Context: an optimization exercise on an open-source flow, tuned for small area. The choices shown serve that exercise and are no tape-out recipe.
Only simulation tests tie the RTL to the original design; equivalence was not proved.
Power figures rest on the tool's default switching activity, not on a simulated workload.

== lane 1 ==
==> flow/design.v <==
`timescale 1ns/1ps
package safe_mode_pkg;
  typedef enum logic [1:0] {
    MODE_INDEP = 2'd0,
    MODE_TMR   = 2'd1,
    MODE_DMR   = 2'd2
  } fabric_mode_e;
  typedef logic [$clog2(3)-1:0] hart_idx_t;
endpackage
`timescale 1ns/1ps
package safe_bus_pkg;
  typedef logic [32-1:0] addr_t;
  typedef logic [32-1:0] data_t;
  typedef enum logic {
    OP_READ  = 1'b0,
    OP_WRITE = 1'b1
  } bus_op_e;
endpackage
`timescale 1ns/1ps
module tmr_checker (
  input  logic [65:0] w0_i,
  input  logic [65:0] w1_i,
  input  logic [65:0] w2_i,
  output logic        mismatch_o
);
  assign mismatch_o = |((w0_i | w1_i | w2_i) & ~(w0_i & w1_i & w2_i));
endmodule
module dmr_checker (
  input  logic [2:0]  sel_i,
  input  logic [65:0] w0_i,
  input  logic [65:0] w1_i,
  input  logic [65:0] w2_i,
  input  logic [65:0] dly_i,
  output logic        mismatch_o
);
  logic [65:0] wp;
  assign wp = ({66{sel_i[0]}} & w0_i) | ({66{sel_i[1]}} & w1_i) | ({66{sel_i[2]}} & w2_i);
  assign mismatch_o = (wp != dly_i);
endmodule
`timescale 1ns/1ps
module mem_router (
  input  logic [65:0] w0_i,
  input  logic [65:0] w1_i,
  input  logic [65:0] w2_i,
  input  logic [2:0]  sel_own_i,
  input  logic [2:0]  sel_vote_i,
  output logic [65:0] m0_o,
  output logic [65:0] m1_o,
  output logic [65:0] m2_o
);
  logic [65:0] maj;
  assign maj  = (w0_i & w1_i) | (w0_i & w2_i) | (w1_i & w2_i);
  assign m0_o = ({66{sel_own_i[0]}} & w0_i) | ({66{sel_vote_i[0]}} & maj);
  assign m1_o = ({66{sel_own_i[1]}} & w1_i) | ({66{sel_vote_i[1]}} & maj);
  assign m2_o = ({66{sel_own_i[2]}} & w2_i) | ({66{sel_vote_i[2]}} & maj);
endmodule
module core_router (
  input  logic [33:0] r0_i,
  input  logic [33:0] r1_i,
  input  logic [33:0] r2_i,
  input  logic [33:0] dly_i,
  input  logic [2:0]  m_i,
  input  logic        tmr_i,
  input  logic [2:0]  sel_own_i,
  input  logic [2:0]  sel_dly_i,
  input  logic [2:0]  sel_park_i,
  input  logic [2:0]  park_gnt_i,
  input  logic        park_rvalid_i,
  output logic [33:0] rm_o,
  output logic [33:0] c0_o,
  output logic [33:0] c1_o,
  output logic [33:0] c2_o
);
  localparam logic [31:0] WFI_INSN = 32'h1050_0073;
  logic [33:0] park [3];
  assign rm_o = ({34{m_i[0]}} & r0_i) | ({34{m_i[1]}} & r1_i) | ({34{m_i[2]}} & r2_i);
  for (genvar i = 0; i < 3; i++) begin : gen_park
    assign park[i] = {park_gnt_i[i], park_rvalid_i, WFI_INSN};
  end
  assign c0_o = ({34{sel_own_i[0]}} & r0_i) | ({34{tmr_i}} & rm_o)
              | ({34{sel_dly_i[0]}} & dly_i) | ({34{sel_park_i[0]}} & park[0]);
  assign c1_o = ({34{sel_own_i[1]}} & r1_i) | ({34{tmr_i}} & rm_o)
              | ({34{sel_dly_i[1]}} & dly_i) | ({34{sel_park_i[1]}} & park[1]);
  assign c2_o = ({34{sel_own_i[2]}} & r2_i) | ({34{tmr_i}} & rm_o)
              | ({34{sel_dly_i[2]}} & dly_i) | ({34{sel_park_i[2]}} & park[2]);
endmodule
`timescale 1ns/1ps
module safe_bus_fabric (
  input  logic         clk_i,
  input  logic         rst_ni,
  input  logic [2:0]   core_req_i,
  input  logic [2:0]   core_op_i,
  input  logic [95:0]  core_addr_i,
  input  logic [95:0]  core_wdata_i,
  output logic [2:0]   core_gnt_o,
  output logic [2:0]   core_rvalid_o,
  output logic [95:0]  core_rdata_o,
  output logic [2:0]   mem_req_o,
  output logic [2:0]   mem_op_o,
  output logic [95:0]  mem_addr_o,
  output logic [95:0]  mem_wdata_o,
  input  logic [2:0]   mem_gnt_i,
  input  logic [2:0]   mem_rvalid_i,
  input  logic [95:0]  mem_rdata_i,
  input  logic [1:0]   mode_req_i,
  input  logic [1:0]   master_req_i,
  input  logic [2:0]   sleep_i,
  output logic [1:0]   mode_o,
  output logic [1:0]   master_o,
  output logic         tmr_error_o,
  output logic         dmr_error_o
);
  logic [1:0]  mode_q;      
  logic [1:0]  master_q;    
  logic        dmr1_q;      
  logic        fill_q;      
  logic        park_q;      
  logic        v0_q, v1_q;  
  logic [65:0] s0_req_q, s1_req_q;
  logic [33:0] s0_rsp_q, s1_rsp_q;
  logic tmr, dmr, indep;
  logic [2:0] m, p, k;   
  logic [2:0] sel_own, sel_vote, sel_dly, sel_park;
  assign tmr   = mode_q[0];
  assign dmr   = mode_q[1];
  assign indep = ~mode_q[0] & ~mode_q[1];
  assign m = {master_q[1], master_q[0], ~master_q[1] & ~master_q[0]};
  assign p = {m[1], m[0], m[2]};
  assign k = {m[0], m[2], m[1]};
  assign sel_own  = {3{indep}} | ({3{dmr}} & m);
  assign sel_vote = {3{tmr}} & m;
  assign sel_dly  = {3{dmr & v1_q}} & p;
  assign sel_park = {3{dmr}} & k;
  logic [65:0] word [3];
  logic [65:0] mem_word [3];
  logic [65:0] mem_any;
  for (genvar i = 0; i < 3; i++) begin : gen_word
    assign word[i] = {core_req_i[i], core_op_i[i], core_addr_i[32*i +: 32], core_wdata_i[32*i +: 32]};
  end
  mem_router u_mem (
    .w0_i (word[0]), .w1_i (word[1]), .w2_i (word[2]),
    .sel_own_i (sel_own), .sel_vote_i (sel_vote),
    .m0_o (mem_word[0]), .m1_o (mem_word[1]), .m2_o (mem_word[2])
  );
  assign mem_any = mem_word[0] | mem_word[1] | mem_word[2];
  for (genvar i = 0; i < 3; i++) begin : gen_mem
    assign mem_req_o[i]            = mem_word[i][65];
    assign mem_op_o[i]             = mem_word[i][64];
    assign mem_addr_o[32*i +: 32]  = mem_word[i][63:32];
    assign mem_wdata_o[32*i +: 32] = mem_word[i][31:0];
  end
  logic [33:0] rsp [3];
  logic [33:0] rsp_m;
  logic [33:0] core_word [3];
  for (genvar i = 0; i < 3; i++) begin : gen_rsp
    assign rsp[i] = {mem_gnt_i[i], mem_rvalid_i[i], mem_rdata_i[32*i +: 32]};
  end
  core_router u_core (
    .r0_i (rsp[0]), .r1_i (rsp[1]), .r2_i (rsp[2]), .dly_i (s1_rsp_q),
    .m_i (m), .tmr_i (tmr), .sel_own_i (sel_own), .sel_dly_i (sel_dly),
    .sel_park_i (sel_park), .park_gnt_i (core_req_i), .park_rvalid_i (park_q),
    .rm_o (rsp_m), .c0_o (core_word[0]), .c1_o (core_word[1]), .c2_o (core_word[2])
  );
  for (genvar i = 0; i < 3; i++) begin : gen_core
    assign core_gnt_o[i]            = core_word[i][33];
    assign core_rvalid_o[i]         = core_word[i][32];
    assign core_rdata_o[32*i +: 32] = core_word[i][31:0];
  end
  logic tmr_mismatch, dmr_mismatch;
  tmr_checker u_tmr (.w0_i(word[0]), .w1_i(word[1]), .w2_i(word[2]), .mismatch_o(tmr_mismatch));
  dmr_checker u_dmr (.sel_i(p), .w0_i(word[0]), .w1_i(word[1]), .w2_i(word[2]), .dly_i(s1_req_q),
                     .mismatch_o(dmr_mismatch));
  assign tmr_error_o = tmr & tmr_mismatch;
  assign dmr_error_o = dmr & fill_q & dmr_mismatch;
  assign mode_o      = mode_q;
  assign master_o    = master_q;
  always_ff @(posedge clk_i or negedge rst_ni) begin
    if (!rst_ni) begin
      mode_q   <= 2'd0;
      master_q <= 2'd0;
      dmr1_q   <= 1'b0;
      fill_q   <= 1'b0;
      park_q   <= 1'b0;
      v0_q     <= 1'b0;
      v1_q     <= 1'b0;
    end else begin
      if (&sleep_i) begin
        if (mode_req_i != 2'd3)   mode_q   <= mode_req_i;
        if (master_req_i != 2'd3) master_q <= master_req_i;
      end
      dmr1_q <= dmr;
      fill_q <= dmr & dmr1_q;
      park_q <= dmr & |(k & core_req_i);
      if (dmr) begin
        v0_q <= 1'b1;
        v1_q <= v0_q;
      end
    end
  end
  always_ff @(posedge clk_i) begin
    s0_req_q <= mem_any;
    s1_req_q <= s0_req_q;
  end
  always_ff @(posedge clk_i) begin
    if (dmr) begin
      s0_rsp_q <= rsp_m;
      s1_rsp_q <= s0_rsp_q;
    end
  end
endmodule
clock: 6.0 ns
lec_check: 0
cap_margin: 20
core_margin: 2
core_utilization: 40
slew_margin: 20
synth_hierarchical: 1
standard.sh (not shown) runs the stock make flow with config.mk's settings and CLKGATE_MAP_FILE= SYNTH_SCRIPT=/design/flow/synth_recipe.tcl, a recipe that flattens the netlist after the stock synthesis.
==> flow/flow/run.sh <==
#!/bin/bash
# Standard ORFS layout, but the port buffers use the plain smallest buffer
# (buffer_ports otherwise picks the weakest-drive buffer, a large delay cell).
set -euo pipefail
export BUFFER_PORTS_ARGS="-buffer_cell sky130_fd_sc_hd__buf_1"
bash standard.sh > standard.log 2>&1
## Diff of input files: lane 2 against lane 1
==> flow/flow/run.sh <==
#!/bin/bash
# ORFS layout with three changes:
#  * synthesis is the standard one (synth_recipe.tcl, same passes and register names), but
#    ABC maps with an area-oriented script (flow/abc_area_map.script) instead of the speed
#    script; the standard flow's scripts are copied and only that file is swapped;
#  * the port buffers use the plain smallest buffer (buffer_ports otherwise picks the
#    weakest-drive buffer, a large delay cell);
#  * clock tree synthesis uses mid-size clock buffers on clusters of about 14
#    flip-flops, and no dummy loads.
# Each step's full output stays in orfs/logs; make's own output goes to *.log here.
set -euo pipefail
here=$(pwd)
rm -rf "$here/scripts_abc"
cp -r "$FLOW_HOME/scripts" "$here/scripts_abc"
cp "$here/flow/abc_area_map.script" "$here/scripts_abc/abc_speed.script"
SCRIPTS_DIR="$here/scripts_abc" bash standard.sh synth > synth.log 2>&1
export BUFFER_PORTS_ARGS="-buffer_cell sky130_fd_sc_hd__buf_1"
export CTS_ARGS="-sink_clustering_enable -repair_clock_nets -dont_use_dummy_load -sink_clustering_size 14 -sink_clustering_max_diameter 70 -buf_list {sky130_fd_sc_hd__clkbuf_8}"
bash standard.sh > layout.log 2>&1
==> flow/flow/abc_area_map.script (new file) <==
strash
dch -f
amap
topo
[summary]
Lane 1 → lane 2: overall via count from detail_route rose 953; power in sequential cells about even; relative slew slack rose 16 points.
For lane 3, these inputs were changed with respect to lane 2:
==> flow/flow/run.sh <==
#!/bin/bash
# Standard ORFS layout with two changes that only affect buffering:
#  * the port buffers use the plain smallest buffer (buffer_ports otherwise
#    picks the weakest-drive buffer, a large delay cell);
#  * clock tree synthesis uses small clock buffers and no dummy loads.
set -euo pipefail
export BUFFER_PORTS_ARGS="-buffer_cell sky130_fd_sc_hd__buf_1"
export CTS_ARGS="-sink_clustering_enable -repair_clock_nets -dont_use_dummy_load -buf_list {sky130_fd_sc_hd__clkbuf_4 sky130_fd_sc_hd__clkbuf_8}"
bash standard.sh > standard.log 2>&1
removed: flow/flow/abc_area_map.script
Notes after the runs:
Relative to lane 2, least setup slack across all paths after layout has gone down in lane 3.
Lane 3 ends up with a clock skew that is 0.0046 ns higher than in lane 2.
Lane 3 supports a lower top clock frequency than lane 2.
Compare lane 2 and lane 3 | final wirelength higher: lane 3
Diff lane 2 -> lane 3: area added between synthesis and finish decreased by 6.0 points relative to the old numbers; worst slew slack as a fraction of its limit -15 points; detailed-route vias per instance now larger; CTS H-tree depth up 1.

[what the ideal ports hide]
The flow's constraints put no driver on any port. The routed layouts listed below were extracted and timed again, unchanged, in two steps.
Step 1 assumes that a clkbuf_16 drives the clock port and a buf_2 every other input.
Step 2 adds t to the input delays and takes it off the output delays; t is the mean of the earliest and latest rising clock arrival at the registers after step 1. Input paths then give back, and output paths get back, about the clock's delay inside the block.
Three values: ideal ports, drivers, drivers and shift; two values: the first two.
| run | t (ns) | setup slack, ns | latest minus earliest clock arrival (ns) | worst data-port slew with drivers (ns) |
|---|---|---|---|---|
| lane 1 | 0.568 | 0.844 / 0.787 / 1.150 | 0.016 / 0.016 | 0.13 |
| lane 2 | 0.568 | 0.875 / 0.824 / 1.299 | 0.044 / 0.045 | 0.12 |
| lane 3 | 0.546 | 0.816 / 0.767 / 1.094 | 0.055 / 0.054 | 0.13 |
After both steps every run listed still meets setup and hold.
